This is an optimization exercise on Yosys and OpenROAD, whose aim is small area, a short achievable clock period and few clock cycles per item, not a production implementation. In this exercise RTL edits were held to simulation tests only and were not proved equivalent to the original. Power is estimated from default activity; no workload was simulated.

Setup of run A:
==> flow/design.v (excerpt) <==
module band_topk_balanced_selector (
    input  logic                 i_clk,
    input  logic                 i_rst_n,
    input  logic                 i_in_valid,
    output logic                 o_in_ready,
    input  logic [33:0]          i_in_data,
    output logic                 o_out_valid,
    input  logic                 i_out_ready,
    output logic [18:0]          o_out_data,
    input  logic                 i_cfg_valid,
    output logic                 o_cfg_ready,
    input  logic [bts_pkg::CFG_IDX_W-1:0] i_cfg_index,
    input  logic [bts_pkg::BAND_W-1:0]    i_cfg_data
);
Settings: LEC_CHECK=0, CAP_MARGIN=20, CORE_MARGIN=2, CORE_UTILIZATION=50, PLACE_DENSITY=0.8, SETUP_SLACK_MARGIN=5.0, SLEW_MARGIN=20; clock period 8.0 ns.
run.sh (not shown) runs the stock make flow with config.mk's settings and CLKGATE_MAP_FILE= SYNTH_SCRIPT=/design/flow/synth_recipe.tcl, a recipe that flattens the netlist after the stock synthesis.
Testbench counts of run A, summed over its fixed seeds: cycles 7,246, items 4,800.
Modified inputs, run B compared to run A
diff --git a/flow/config.mk b/flow/config.mk
--- a/flow/config.mk
+++ b/flow/config.mk
@@ -11 +11 @@
-export PLACE_DENSITY = 0.8
+export PLACE_DENSITY = 0.75
## What came out
Delta (run B minus run A): via total after detailed routing shows a reduction of 2.5%; count of filler cells inserted in the layout shows an increase of 169; total power shows no meaningful change; core utilization shows a reduction of 0.42 points.
Run B: all stages complete, timing, DRC and antenna checks passed
Comparing first-pass GRT wire length for run B and run A, the bigger number came from run A.
For the shortest clock period the worst path allows after layout, run B came in 45 ps higher than run A did.
[inputs] run C vs run B
diff --git a/flow/config.mk b/flow/config.mk
--- a/flow/config.mk
+++ b/flow/config.mk
@@ -10,3 +10,2 @@
-export CORE_UTILIZATION = 50
-export PLACE_DENSITY = 0.75
-export SETUP_SLACK_MARGIN = 5.0
+export CORE_UTILIZATION = 40
+export SETUP_SLACK_MARGIN = 4.5
Results
Between run B and run C, the difference in count of endpoints failing setup in the final report is negligible.
| antenna diode count | higher: run B |
Run B -> run C: design area decreased slightly
On run C: global-route usage is 3.4 points lower than what run B gave.
Final worst-path setup slack in run C vs run B: down 350 ps
Per the comparison of run C with run B, detailed-routing wirelength on met1 picked up an extra about 17%, final net count -1.1%.
diff inputs: run C => run D
diff --git a/flow/config.mk b/flow/config.mk
--- a/flow/config.mk
+++ b/flow/config.mk
@@ -10,2 +10,3 @@
-export CORE_UTILIZATION = 40
-export SETUP_SLACK_MARGIN = 4.5
+export CORE_UTILIZATION = 50
+export PLACE_DENSITY = 0.7
+export SETUP_SLACK_MARGIN = 5.0
## What came out
- When the final numbers for run C and run D were put side by side, the pin count of the biggest net entering global routing turned out to be smaller in run D.
- Combinational power share: lower on run C
- Delta (run D minus run C): net switching fraction of the power decreased by 0.21 points relative to the old numbers, cell area increased 840 um2.

Setup of P:
Starting RTL as in the previous note.
Settings: LEC_CHECK=0, CAP_MARGIN=20, CORE_MARGIN=2, CORE_UTILIZATION=50, PLACE_DENSITY=0.7, SETUP_SLACK_MARGIN=4.75, SLEW_MARGIN=20; clock period 8.0 ns.
Testbench counts of P, summed over its fixed seeds: cycles 7,246, items 4,800.
### P -> Q
# P
export LEC_CHECK = 0
export CAP_MARGIN = 20
export CORE_MARGIN = 2
export CORE_UTILIZATION = 50
export PLACE_DENSITY = 0.7
export SETUP_SLACK_MARGIN = 4.75
export SLEW_MARGIN = 20
create_clock -name core_clock -period 8.0 [get_ports {i_clk}]
# Q
export LEC_CHECK = 0
export CAP_MARGIN = 20
export CORE_MARGIN = 2
export CORE_UTILIZATION = 50
export CTS_BUF_LIST = sky130_fd_sc_hd__clkbuf_8 sky130_fd_sc_hd__clkbuf_4
export CTS_CLUSTER_SIZE = 30
export PLACE_DENSITY = 0.7
export SETUP_SLACK_MARGIN = 5.0
export SLEW_MARGIN = 20
create_clock -name core_clock -period 8.0 [get_ports {i_clk}]
Results
- Between Q and P, the number of instances resized during post-cts repair is lower for P.
- Compared with P, Q shows a lower total track usage.
- After synthesis and placement, the instance count of Q is above that of P.
- Relative to P, via density per instance decreased by about 2.4% in Q.
- Q gives less portion of the clock cycle consumed by the worst path in the final layout than P did.
- The number of clock-tree buffers in the layout in Q is 1.8 times that in P.
- NOTE: number of buffers outside the clock class in the layout in Q exceeds that of P
- Q vs P — number of buffers created by CTS rose about 60%.
- Changes observed in Q relative to P: worst hold slack decreased by 7.5 ps relative to the old numbers, final wirelength closely matched the old numbers.
- Final standard cell utilization of the core: Q > P
Setup changes, Q to R
# Q
export LEC_CHECK = 0
export CAP_MARGIN = 20
export CORE_MARGIN = 2
export CORE_UTILIZATION = 50
export CTS_BUF_LIST = sky130_fd_sc_hd__clkbuf_8 sky130_fd_sc_hd__clkbuf_4
export CTS_CLUSTER_SIZE = 30
export PLACE_DENSITY = 0.7
export SETUP_SLACK_MARGIN = 5.0
export SLEW_MARGIN = 20
create_clock -name core_clock -period 8.0 [get_ports {i_clk}]
# R
export LEC_CHECK = 0
export CAP_MARGIN = 20
export CORE_MARGIN = 2
export CORE_UTILIZATION = 60
export PLACE_DENSITY = 0.7
export SETUP_SLACK_MARGIN = 5.0
export SLEW_MARGIN = 20
create_clock -name core_clock -period 8.0 [get_ports {i_clk}]
Findings:
- Synthesis-stage register bit count across R and Q: no real change.
- Between Q and R, area growth from synthesis to layout decreased.
- Comparing overall die area for R and Q, the smaller number came from R.
- Delta (R minus Q): inverter count increased 2.3%; minimum setup slack in the final design increased 34 ps; routed wire length decreased 3.5 mm; cell area reported after detailed placement decreased 0.51%.
- Number of antenna violations at the first check in global routing: R vs Q down 1
Input changes introduced in S (baseline for comparison: R):
# R
export LEC_CHECK = 0
export CAP_MARGIN = 20
export CORE_MARGIN = 2
export CORE_UTILIZATION = 60
export PLACE_DENSITY = 0.7
export SETUP_SLACK_MARGIN = 5.0
export SLEW_MARGIN = 20
create_clock -name core_clock -period 8.0 [get_ports {i_clk}]
# S
export LEC_CHECK = 0
export CAP_MARGIN = 20
export CORE_MARGIN = 2
export CORE_UTILIZATION = 50
export GPL_ROUTABILITY_DRIVEN = 0
export PLACE_DENSITY = 0.7
export SETUP_SLACK_MARGIN = 5.0
export SLEW_MARGIN = 20
create_clock -name core_clock -period 8.0 [get_ports {i_clk}]
--- outcome ---
- S finished all stages; the layout is clean.
- Core utilization (higher): R
- Compared with R, S supports a higher clock frequency.
- Compared with R, in S wire length went down by 3.5%, sequential share of layout area was more or less identical, share of cell area taken by multi-input logic gates was more or less identical.
- Sort S and R by count of clock-buffer cells in the layout asc -> top: S

==> re-timing with driven ports <==
How much do the figures lean on ideal ports? The routed layouts below were timed once more, with nothing changed but the port constraints.
Step 1 sets driving cells, clkbuf_16 on the clock port and buf_2 on the other inputs (assumed; they add their load-dependent delay and slew).
Step 2 also shifts input and output timing later by t, the mid clock arrival at the registers, as if the neighbouring blocks saw the same clock.
Slacks: no drivers / after step 1 / after step 2; pairs: no drivers / after step 1.
run	t (ns)	slack for setup (ns)	worst register clock-pin slew, ns
run A	0.792	4.926 / 4.926 / 4.366	0.07 / 0.07
run B	0.774	4.881 / 4.881 / 4.273	0.07 / 0.07
run C	0.827	4.534 / 4.530 / 3.774	0.07 / 0.07
run D	0.805	4.896 / 4.896 / 4.332	0.07 / 0.07
P	0.784	4.714 / 4.714 / 4.104	0.07 / 0.07
Q	0.979	4.866 / 4.792 / 4.197	0.07 / 0.07
R	0.804	4.899 / 4.899 / 4.354	0.07 / 0.07
S	0.807	4.928 / 4.928 / 4.368	0.07 / 0.07
After both steps setup and hold are still met in every run listed. The setup slack of run C, which loses most, moves by -0.004 ns with the drivers and by -0.760 ns with both steps.
